What follows belongs to an exercise in optimizing a design on an open flow for small area, a short achievable clock period and few clock cycles per item; a production flow would make more cautious choices.
Function was checked by simulation only, so behaviour that the tests miss may differ from the original.

==> inputs of 10-13 <==
==> flow/design.v <==
`timescale 1ns/1ps
package icache_pkg;
    localparam int ADDR_W = 32;
    localparam int WORD_W = 32;
    localparam int NUM_SETS    = 8;
    localparam int NUM_WAYS    = 4;
    localparam int BLOCK_WORDS = 4;
    localparam int MEM_CREDITS_MAX = 4;    
endpackage
`timescale 1ns/1ps
module icache_tag_array (
    input  logic        Clk,
    input  logic        arst_n,
    input  logic [2:0]  set_idx,
    input  logic [24:0] tag,
    output logic        hit,
    output logic [3:0]  hit_oh,
    input  logic        alloc,
    input  logic [2:0]  alloc_set,
    input  logic [24:0] alloc_tag,
    output logic [1:0]  victim
);
    logic [24:0] tags [8][4];
    logic [1:0]  ptr  [8];
    logic        full [8];
    logic [3:0] eq [8];
    logic [7:0] set_oh;
    assign set_oh = 8'b1 << set_idx;
    always_comb begin
        for (int s = 0; s < 8; s++)
            for (int w = 0; w < 4; w++)
                eq[s][w] = (full[s] || (2'(w) < ptr[s])) && tags[s][w] == tag;
        hit_oh = '0;
        for (int s = 0; s < 8; s++)
            hit_oh = hit_oh | ({4{set_oh[s]}} & eq[s]);
        hit = |hit_oh;
    end
    assign victim = ptr[alloc_set];
    always_ff @(posedge Clk or negedge arst_n) begin
        if (!arst_n) begin
            for (int s = 0; s < 8; s++) begin
                ptr[s]  <= '0;
                full[s] <= 1'b0;
            end
        end else if (alloc) begin
            ptr[alloc_set] <= ptr[alloc_set] + 2'd1;
            if (ptr[alloc_set] == 2'd3) full[alloc_set] <= 1'b1;
        end
    end
    always_ff @(posedge Clk) begin
        for (int s = 0; s < 8; s++)
            for (int w = 0; w < 4; w++)
                if (alloc && alloc_set == 3'(s) && victim == 2'(w)) tags[s][w] <= alloc_tag;
    end
endmodule
`timescale 1ns/1ps
module icache_data_array (
    input  logic        Clk,
    input  logic        we,
    input  logic [2:0]  wset,
    input  logic [1:0]  wway,
    input  logic [1:0]  wword,
    input  logic [31:0] wdata,
    input  logic [31:0] rrow_oh,     
    input  logic [3:0]  rway_oh,
    output logic [31:0] rdata
);
    logic [31:0] mem [32][4];        
    always_ff @(posedge Clk) begin
        for (int r = 0; r < 32; r++)
            for (int w = 0; w < 4; w++)
                if (we && {wset, wword} == 5'(r) && wway == 2'(w))
                    mem[r][w] <= wdata;
    end
    logic [31:0] way_rd [4];
    always_comb begin
        for (int w = 0; w < 4; w++) begin
            way_rd[w] = '0;
            for (int r = 0; r < 32; r++)
                way_rd[w] = way_rd[w] | ({32{rrow_oh[r]}} & mem[r][w]);
        end
        rdata = '0;
        for (int w = 0; w < 4; w++)
            rdata = rdata | ({32{rway_oh[w]}} & way_rd[w]);
    end
endmodule
`timescale 1ns/1ps
module icache_top (
    input  logic        Clk,
    input  logic        arst_n,
    input  logic        fetch_req_valid,
    input  logic [31:0] fetch_req_addr,
    input  logic        mem_credit,
    input  logic        mem_beat_valid,
    input  logic [31:0] mem_beat_data,
    output logic        fetch_rsp_valid,
    output logic [31:0] fetch_rsp_instr,
    output logic        busy,
    output logic        mem_req_valid,
    output logic [31:0] mem_req_addr
);
    logic        dv, tv, sv, busy_q;
    logic [29:0] d_addr, t_addr, s_addr;   
    logic        accept, done, d_free, t_free;
    assign accept = fetch_req_valid && !busy_q;
    assign busy   = busy_q;
    logic [1:0]  act;                      
    logic [27:0] fblk [2];                 
    logic [1:0]  fway [2];
    logic        fh, ft;                   
    logic [1:0]  bc;                       
    logic [7:0]  wmask;                    
    logic        lpf;                      
    logic [1:0]  lpk;
    logic [2:0]  credits;
    logic [27:0] t_blk, d_blk;
    logic        t_pm0, t_pm1;
    logic [3:0]  t_hit_oh;
    logic [1:0]  victim;
    logic        alloc;
    assign t_blk = t_addr[29:2];
    assign d_blk = d_addr[29:2];
    icache_tag_array u_tags (
        .Clk, .arst_n,
        .set_idx(t_blk[2:0]), .tag(t_blk[27:3]), .hit(), .hit_oh(t_hit_oh),
        .alloc, .alloc_set(d_blk[2:0]), .alloc_tag(d_blk[27:3]), .victim
    );
    assign t_pm0 = act[0] && (fblk[0] == t_blk);
    assign t_pm1 = act[1] && (fblk[1] == t_blk);
    logic        same_blk, same_set;
    logic        n_pend, n_pf;
    logic [3:0]  n_hit_oh, victim_oh, kill, inject;
    assign same_blk  = (t_blk == d_blk);
    assign same_set  = (t_blk[2:0] == d_blk[2:0]);
    assign victim_oh = 4'b0001 << victim;
    assign kill      = {4{alloc && same_set}} & victim_oh;
    assign inject    = {4{alloc && same_blk}} & victim_oh;
    assign n_hit_oh  = (t_hit_oh & ~kill) | inject;
    assign n_pend    = t_pm0 || t_pm1 || (alloc && same_blk);
    assign n_pf      = (alloc && same_blk) ? ft : t_pm1;
    logic        d_hit, d_pend, d_pf;
    assign d_hit = |d_hit_oh;
    logic [3:0]  d_hit_oh;
    logic [31:0] d_rsel;            
    logic [1:0]  k;
    logic [31:0] arr_rd;
    assign k = d_addr[1:0];
    icache_data_array u_data (
        .Clk, .we(mem_beat_valid), .wset(fblk[fh][2:0]), .wway(fway[fh]), .wword(bc),
        .wdata(mem_beat_data), .rrow_oh(d_rsel), .rway_oh(d_hit_oh), .rdata(arr_rd)
    );
    logic arrived, mask_empty, order_ok, push, r_arr, r_beat, r_fwd;
    logic       push_f;
    logic [2:0] head_pos, push_pos;
    assign arrived    = !act[d_pf] || ((d_pf == fh) && (k < bc));
    assign mask_empty = (wmask == '0);
    assign order_ok   = mask_empty || ((d_pf == lpf) && (k > lpk)) || ((d_pf != lpf) && (lpf == fh));
    always_comb begin
        alloc = 1'b0;
        push  = 1'b0;
        r_arr = 1'b0;
        if (dv) begin
            if (d_pend && !arrived) begin
                push  = order_ok;
            end else if (d_hit) begin
                r_arr = mask_empty;
            end else begin
                alloc = !act[ft] && (credits != 3'd0);
                push  = alloc;
            end
        end
    end
    assign push_f   = alloc ? ft : d_pf;
    assign push_pos = {push_f, k};
    assign done     = alloc || push || r_arr;
    assign head_pos = {fh, bc};
    assign r_beat   = mem_beat_valid && wmask[head_pos];
    assign r_fwd    = mem_beat_valid && push && !alloc && (push_pos == head_pos);
    assign d_free = !dv || done;
    assign t_free = !tv || d_free;
    always_ff @(posedge Clk or negedge arst_n) begin
        if (!arst_n) begin
            dv              <= 1'b0;
            tv              <= 1'b0;
            sv              <= 1'b0;
            busy_q          <= 1'b0;
            act             <= '0;
            fh              <= 1'b0;
            ft              <= 1'b0;
            bc              <= '0;
            wmask           <= '0;
            lpf             <= 1'b0;
            lpk             <= '0;
            credits         <= '0;
            fetch_rsp_valid <= 1'b0;
            mem_req_valid   <= 1'b0;
        end else begin
            if (d_free) dv <= tv;
            if (t_free) begin
                tv <= sv || accept;
                sv <= 1'b0;
            end else begin
                sv <= sv || accept;
            end
            busy_q <= !d_free && tv && (sv || accept);
            if (mem_credit && !alloc) begin
                if (credits != 3'(icache_pkg::MEM_CREDITS_MAX)) credits <= credits + 3'd1;
            end else if (!mem_credit && alloc) begin
                credits <= credits - 3'd1;
            end
            if (alloc) begin
                act[ft] <= 1'b1;
                ft      <= !ft;
            end
            if (mem_beat_valid) begin
                bc <= bc + 2'd1;
                if (bc == 2'd3) begin
                    act[fh] <= 1'b0;
                    fh      <= !fh;
                end
            end
            for (int i = 0; i < 8; i++) begin
                if (push && !r_fwd && push_pos == 3'(i)) wmask[i] <= 1'b1;
                else if (r_beat && head_pos == 3'(i))     wmask[i] <= 1'b0;
            end
            if (push) begin
                lpf <= push_f;
                lpk <= k;
            end
            fetch_rsp_valid <= r_beat || r_fwd || r_arr;
            mem_req_valid   <= alloc;
        end
    end
    always_ff @(posedge Clk) begin
        if (d_free) begin
            d_addr   <= t_addr;
            d_rsel   <= 32'b1 << {t_blk[2:0], t_addr[1:0]};
            d_hit_oh <= n_hit_oh;
            d_pend   <= n_pend;
            d_pf     <= n_pf;
        end
        if (t_free) t_addr <= sv ? s_addr : fetch_req_addr[31:2];
        if (!sv)    s_addr <= fetch_req_addr[31:2];
        if (alloc) begin
            mem_req_addr <= {d_blk, 4'b0};
            fblk[ft] <= d_blk;
            fway[ft] <= victim;
        end
        if (r_beat || r_fwd || r_arr) fetch_rsp_instr <= r_arr ? arr_rd : mem_beat_data;
    end
endmodule
==> flow/run.sh <==
#!/bin/bash
# synth_recipe.tcl (not shown) runs the flow's synth.tcl, then flattens the netlist and writes it again
# the make line also repeats each setting of config.mk as NAME=value (left out here)
make -C /OpenROAD-flow-scripts/flow DESIGN_CONFIG=/design/flow/config.mk WORK_HOME=/design/flow/orfs CLKGATE_MAP_FILE= SYNTH_SCRIPT=/design/flow/synth_recipe.tcl finish
==> flow/config.mk <==
export PLATFORM = sky130hd
export DESIGN_NAME = icache_top
export DESIGN_NICKNAME = icache_top
export VERILOG_FILES = /design/flow/design.v
export SDC_FILE = /design/flow/constraint.sdc
export NUM_CORES = 4
export LEC_CHECK = 0
export CAP_MARGIN = 20
export CORE_MARGIN = 2
export CORE_UTILIZATION = 60
export SETUP_SLACK_MARGIN = 3.0
export SLEW_MARGIN = 20
export SYNTH_MEMORY_MAX_BITS = 16384
==> flow/constraint.sdc <==
create_clock -name core_clock -period 6.0 [get_ports {Clk}]
set_input_delay 1.2000 -clock core_clock [delete_from_list [all_inputs] [get_ports {Clk}]]
set_output_delay 1.2000 -clock core_clock [all_outputs]
set_load 0.01 [all_outputs]
==> 06-03 (differences from 10-13) <==
==> flow/design.v, changed modules only <==
module icache_tag_array (
    input  logic        Clk,
    input  logic        arst_n,
    input  logic [2:0]  set_idx,
    input  logic [24:0] tag,
    output logic        hit,
    output logic [3:0]  hit_oh,
    output logic [1:0]  victim,      
    input  logic        alloc,
    input  logic [2:0]  alloc_set,
    input  logic [24:0] alloc_tag,
    input  logic [3:0]  alloc_way_oh
);
    logic [24:0] tags [8][4];
    logic [1:0]  ptr  [8];
    logic        full [8];
    logic [3:0] eq [8];
    logic [7:0] set_oh;
    assign set_oh = 8'b1 << set_idx;
    always_comb begin
        for (int s = 0; s < 8; s++)
            for (int w = 0; w < 4; w++)
                eq[s][w] = (full[s] || (2'(w) < ptr[s])) && tags[s][w] == tag;
        hit_oh = '0;
        for (int s = 0; s < 8; s++)
            hit_oh = hit_oh | ({4{set_oh[s]}} & eq[s]);
        hit = |hit_oh;
    end
    assign victim = ptr[set_idx];
    always_ff @(posedge Clk or negedge arst_n) begin
        if (!arst_n) begin
            for (int s = 0; s < 8; s++) begin
                ptr[s]  <= '0;
                full[s] <= 1'b0;
            end
        end else begin
            for (int s = 0; s < 8; s++) begin
                if (alloc && alloc_set == 3'(s)) begin
                    ptr[s] <= ptr[s] + 2'd1;
                    if (ptr[s] == 2'd3) full[s] <= 1'b1;
                end
            end
        end
    end
    always_ff @(posedge Clk) begin
        for (int s = 0; s < 8; s++)
            for (int w = 0; w < 4; w++)
                if (alloc && alloc_set == 3'(s) && alloc_way_oh[w]) tags[s][w] <= alloc_tag;
    end
endmodule
module icache_data_array (
    input  logic        Clk,
    input  logic        we,
    input  logic [31:0] wrow_oh,     
    input  logic [3:0]  wway_oh,
    input  logic [31:0] wdata,
    input  logic [31:0] rrow_oh,     
    output logic [3:0][31:0] rdata   
);
    logic [31:0] mem [32][4];        
    always_ff @(posedge Clk) begin
        for (int r = 0; r < 32; r++)
            for (int w = 0; w < 4; w++)
                if (we && wrow_oh[r] && wway_oh[w])
                    mem[r][w] <= wdata;
    end
    always_comb begin
        for (int w = 0; w < 4; w++) begin
            rdata[w] = '0;
            for (int r = 0; r < 32; r++)
                rdata[w] = rdata[w] | ({32{rrow_oh[r]}} & mem[r][w]);
        end
    end
endmodule
module icache_top (
    input  logic        Clk,
    input  logic        arst_n,
    input  logic        fetch_req_valid,
    input  logic [31:0] fetch_req_addr,
    input  logic        mem_credit,
    input  logic        mem_beat_valid,
    input  logic [31:0] mem_beat_data,
    output logic        fetch_rsp_valid,
    output logic [31:0] fetch_rsp_instr,
    output logic        busy,
    output logic        mem_req_valid,
    output logic [31:0] mem_req_addr
);
    logic        dv, tv, sv, busy_q;
    logic [29:0] d_addr, t_addr, s_addr;   
    logic        accept, done, d_free, t_free;
    assign accept = fetch_req_valid && !busy_q;
    logic [1:0]  act;                      
    logic [27:0] fblk [2];                 
    logic [1:0]  fway [2];
    logic        fh, ft;                   
    logic [1:0]  bc;                       
    logic [7:0]  wmask;                    
    logic        lpf;                      
    logic [1:0]  lpk;
    logic [2:0]  credits;
    logic [27:0] t_blk, d_blk;
    logic        t_pm0, t_pm1;
    logic [3:0]  t_hit_oh;
    logic [1:0]  victim;
    logic [3:0]  d_victim_oh;
    logic        alloc;
    assign t_blk = t_addr[29:2];
    assign d_blk = d_addr[29:2];
    icache_tag_array u_tags (
        .Clk, .arst_n,
        .set_idx(t_blk[2:0]), .tag(t_blk[27:3]), .hit(), .hit_oh(t_hit_oh), .victim,
        .alloc, .alloc_set(d_blk[2:0]), .alloc_tag(d_blk[27:3]), .alloc_way_oh(d_victim_oh)
    );
    assign t_pm0 = act[0] && (fblk[0] == t_blk);
    assign t_pm1 = act[1] && (fblk[1] == t_blk);
    logic        same_blk, same_set;
    logic        n_pend, n_pf;
    logic [3:0]  n_hit_oh, victim_oh, kill, inject, n_victim_oh;
    logic [1:0]  d_victim;
    assign same_blk  = (t_blk == d_blk);
    assign same_set  = (t_blk[2:0] == d_blk[2:0]);
    assign victim_oh = d_victim_oh;           
    assign d_victim  = {d_victim_oh[3] | d_victim_oh[2], d_victim_oh[3] | d_victim_oh[1]};
    assign n_victim_oh = (alloc && same_set) ? {d_victim_oh[2:0], d_victim_oh[3]}
                                             : 4'b0001 << victim;
    assign kill      = {4{alloc && same_set}} & victim_oh;
    assign inject    = {4{alloc && same_blk}} & victim_oh;
    assign n_hit_oh  = (t_hit_oh & ~kill) | inject;
    assign n_pend    = t_pm0 || t_pm1 || (alloc && same_blk);
    assign n_pf      = (alloc && same_blk) ? ft : t_pm1;
    logic        d_hit, d_pend, d_pf;
    assign d_hit = |d_hit_oh;
    logic [3:0]  d_hit_oh;
    logic [31:0] d_rsel;            
    logic [1:0]  k;
    logic [3:0][31:0] arr_rd;
    assign k = d_addr[1:0];
    icache_data_array u_data (
        .Clk, .we(mem_beat_valid), .wrow_oh(w_row_oh), .wway_oh(w_way_oh),
        .wdata(mem_beat_data), .rrow_oh(d_rsel), .rdata(arr_rd)
    );
    logic arrived, mask_empty, order_ok, push, r_arr, r_beat, r_fwd;
    logic       push_f;
    logic [2:0] head_pos, push_pos;
    assign arrived    = !act[d_pf] || ((d_pf == fh) && (k < bc));
    assign mask_empty = (wmask == '0);
    assign order_ok   = mask_empty || ((d_pf == lpf) && (k > lpk)) || ((d_pf != lpf) && (lpf == fh));
    assign alloc = dv && !d_hit && !act[ft] && (credits != 3'd0);
    always_comb begin
        push  = 1'b0;
        r_arr = 1'b0;
        if (dv) begin
            if (d_pend && !arrived) begin
                push  = order_ok;
            end else if (d_hit) begin
                r_arr = mask_empty;
            end else begin
                push  = alloc;
            end
        end
    end
    assign push_f   = alloc ? ft : d_pf;
    assign push_pos = {push_f, k};
    assign done     = alloc || push || r_arr;
    assign head_pos = {fh, bc};
    assign r_beat   = mem_beat_valid && wmask[head_pos];
    assign r_fwd    = mem_beat_valid && push && !alloc && (push_pos == head_pos);
    assign d_free = !dv || done;
    assign t_free = !tv || d_free;
    logic [31:0] w_row_oh;
    logic [3:0]  w_way_oh;
    logic        fh_n;
    logic [1:0]  bc_n;
    logic [2:0]  wset_n;
    logic [1:0]  wway_n;
    assign fh_n   = fh ^ (mem_beat_valid && bc == 2'd3);
    assign bc_n   = bc + 2'(mem_beat_valid);
    assign wset_n = (alloc && ft == fh_n) ? d_blk[2:0] : fblk[fh_n][2:0];
    assign wway_n = (alloc && ft == fh_n) ? d_victim   : fway[fh_n];
    logic [27:0] req_blk;
    assign mem_req_addr = {req_blk, 4'b0};
    logic        p_valid, p_arr;
    logic [3:0]  p_way_oh;
    logic [3:0][31:0] p_words;
    logic [31:0] p_beat;
    always_ff @(posedge Clk or negedge arst_n) begin
        if (!arst_n) begin
            dv              <= 1'b0;
            tv              <= 1'b0;
            sv              <= 1'b0;
            busy_q          <= 1'b0;
            act             <= '0;
            fh              <= 1'b0;
            ft              <= 1'b0;
            bc              <= '0;
            wmask           <= '0;
            lpf             <= 1'b0;
            lpk             <= '0;
            credits         <= '0;
            p_valid         <= 1'b0;
        end else begin
            if (d_free) dv <= tv;
            if (t_free) begin
                tv <= sv || accept;
                sv <= 1'b0;
            end else begin
                sv <= sv || accept;
            end
            busy_q <= !d_free && tv && (sv || accept);
            if (mem_credit && !alloc) begin
                if (credits != 3'(icache_pkg::MEM_CREDITS_MAX)) credits <= credits + 3'd1;
            end else if (!mem_credit && alloc) begin
                credits <= credits - 3'd1;
            end
            if (alloc) begin
                act[ft] <= 1'b1;
                ft      <= !ft;
            end
            if (mem_beat_valid) begin
                bc <= bc + 2'd1;
                if (bc == 2'd3) begin
                    act[fh] <= 1'b0;
                    fh      <= !fh;
                end
            end
            for (int i = 0; i < 8; i++) begin
                if (push && !r_fwd && push_pos == 3'(i)) wmask[i] <= 1'b1;
                else if (r_beat && head_pos == 3'(i))     wmask[i] <= 1'b0;
            end
            if (push) begin
                lpf <= push_f;
                lpk <= k;
            end
            p_valid         <= r_beat || r_fwd || r_arr;
        end
    end
    always_ff @(posedge Clk) begin
        if (d_free) begin
            d_addr   <= t_addr;
            d_victim_oh <= n_victim_oh;
            d_rsel   <= 32'b1 << {t_blk[2:0], t_addr[1:0]};
            d_hit_oh <= n_hit_oh;
            d_pend   <= n_pend;
            d_pf     <= n_pf;
        end
        if (t_free) t_addr <= sv ? s_addr : fetch_req_addr[31:2];
        if (!sv)    s_addr <= fetch_req_addr[31:2];
        w_row_oh <= 32'b1 << {wset_n, bc_n};
        w_way_oh <= 4'b1 << wway_n;
        req_blk  <= d_blk;          
        if (alloc) begin
            fblk[ft] <= d_blk;
            fway[ft] <= d_victim;
        end
        busy            <= !d_free && tv && (sv || accept);
        fetch_rsp_valid <= p_valid;
        mem_req_valid   <= alloc;
        p_arr    <= r_arr;
        p_way_oh <= d_hit_oh;
        p_words  <= arr_rd;
        p_beat   <= mem_beat_data;
        begin
            fetch_rsp_instr <= p_arr ? (({32{p_way_oh[0]}} & p_words[0]) |
                                        ({32{p_way_oh[1]}} & p_words[1]) |
                                        ({32{p_way_oh[2]}} & p_words[2]) |
                                        ({32{p_way_oh[3]}} & p_words[3]))
                                     : p_beat;
        end
    end
endmodule
--- a/flow/config.mk
+++ b/flow/config.mk
@@ -8,6 +8,8 @@
 export CAP_MARGIN = 20
 export CORE_MARGIN = 2
 export CORE_UTILIZATION = 60
-export SETUP_SLACK_MARGIN = 3.0
+export CTS_CLUSTER_DIAMETER = 80
+export CTS_CLUSTER_SIZE = 30
+export SETUP_SLACK_MARGIN = 3.6
 export SLEW_MARGIN = 20
 export SYNTH_MEMORY_MAX_BITS = 16384
==> qor summary <==
quantity	06-03	10-13
Status	timing/DRC/antenna clean	timing/DRC/antenna clean
Worst Slack Setup Final	3.29 ns	2.68 ns
Capture point of the critical path	d_hit_oh[0]$_DFFE_PP_	fetch_rsp_instr[24]$_DFFE_PP_
CP Data Arrival Time	3.53 ns	4.11 ns
Met3 usage	13.0%	11.3%
Area taken by multi-input logic gates	38400 um2	36900 um2
Fraction of registers with async set/reset	0.889%	0.944%
# fillers	21.3k	19.9k
Die width	575 um	569 um
Number of antenna diodes	72	37
Worst Clk Skew	0.0491 ns	0.0545 ns
Layout multi-input combinational cell count	4762	4512
Number of distinct library cells after synthesis	69	68
Vias in the first global route	110k	111k
Proportion of synthesized chip area in sequential cells	81.2%	81.2%
Critical Path Max Stage Delay	0.53 ns	1.00 ns
Nets	11.2k	11.3k
Testbench counts of 10-13, summed over its fixed seeds: cycles 16,457, fetches 12,000.
Testbench counts of 06-03, summed over its fixed seeds: cycles 16,465, fetches 12,000.

what the ideal ports hide:
No port has a modelled driver above. Below, the same layouts with a new extraction and two added sets of constraints. Step 1 sets driving cells, clkbuf_16 on the clock port and buf_2 on the other inputs (assumed; they add their load-dependent delay and slew). Step 2 also shifts input and output timing later by t, the mid clock arrival at the registers, as if the neighbouring blocks saw the same clock. Three values: no drivers, after step 1, after step 2; two values: the first two.
run	t, ns	setup slack, ns	hold slack, ns	worst setup path at the end	slew at the worst register clock pin (ns)
10-13	1.153	2.682 / 2.682 / 1.729	0.346 / 0.252 / 0.470	input to register	0.07 / 0.07
06-03	1.079	3.286 / 3.258 / 2.443	0.361 / 0.285 / 0.361	input to register	0.12 / 0.12
After both steps every run listed still meets setup and hold. For 10-13, which loses most, drivers alone change the setup slack by 0.000 ns; drivers and shift together by -0.953 ns.
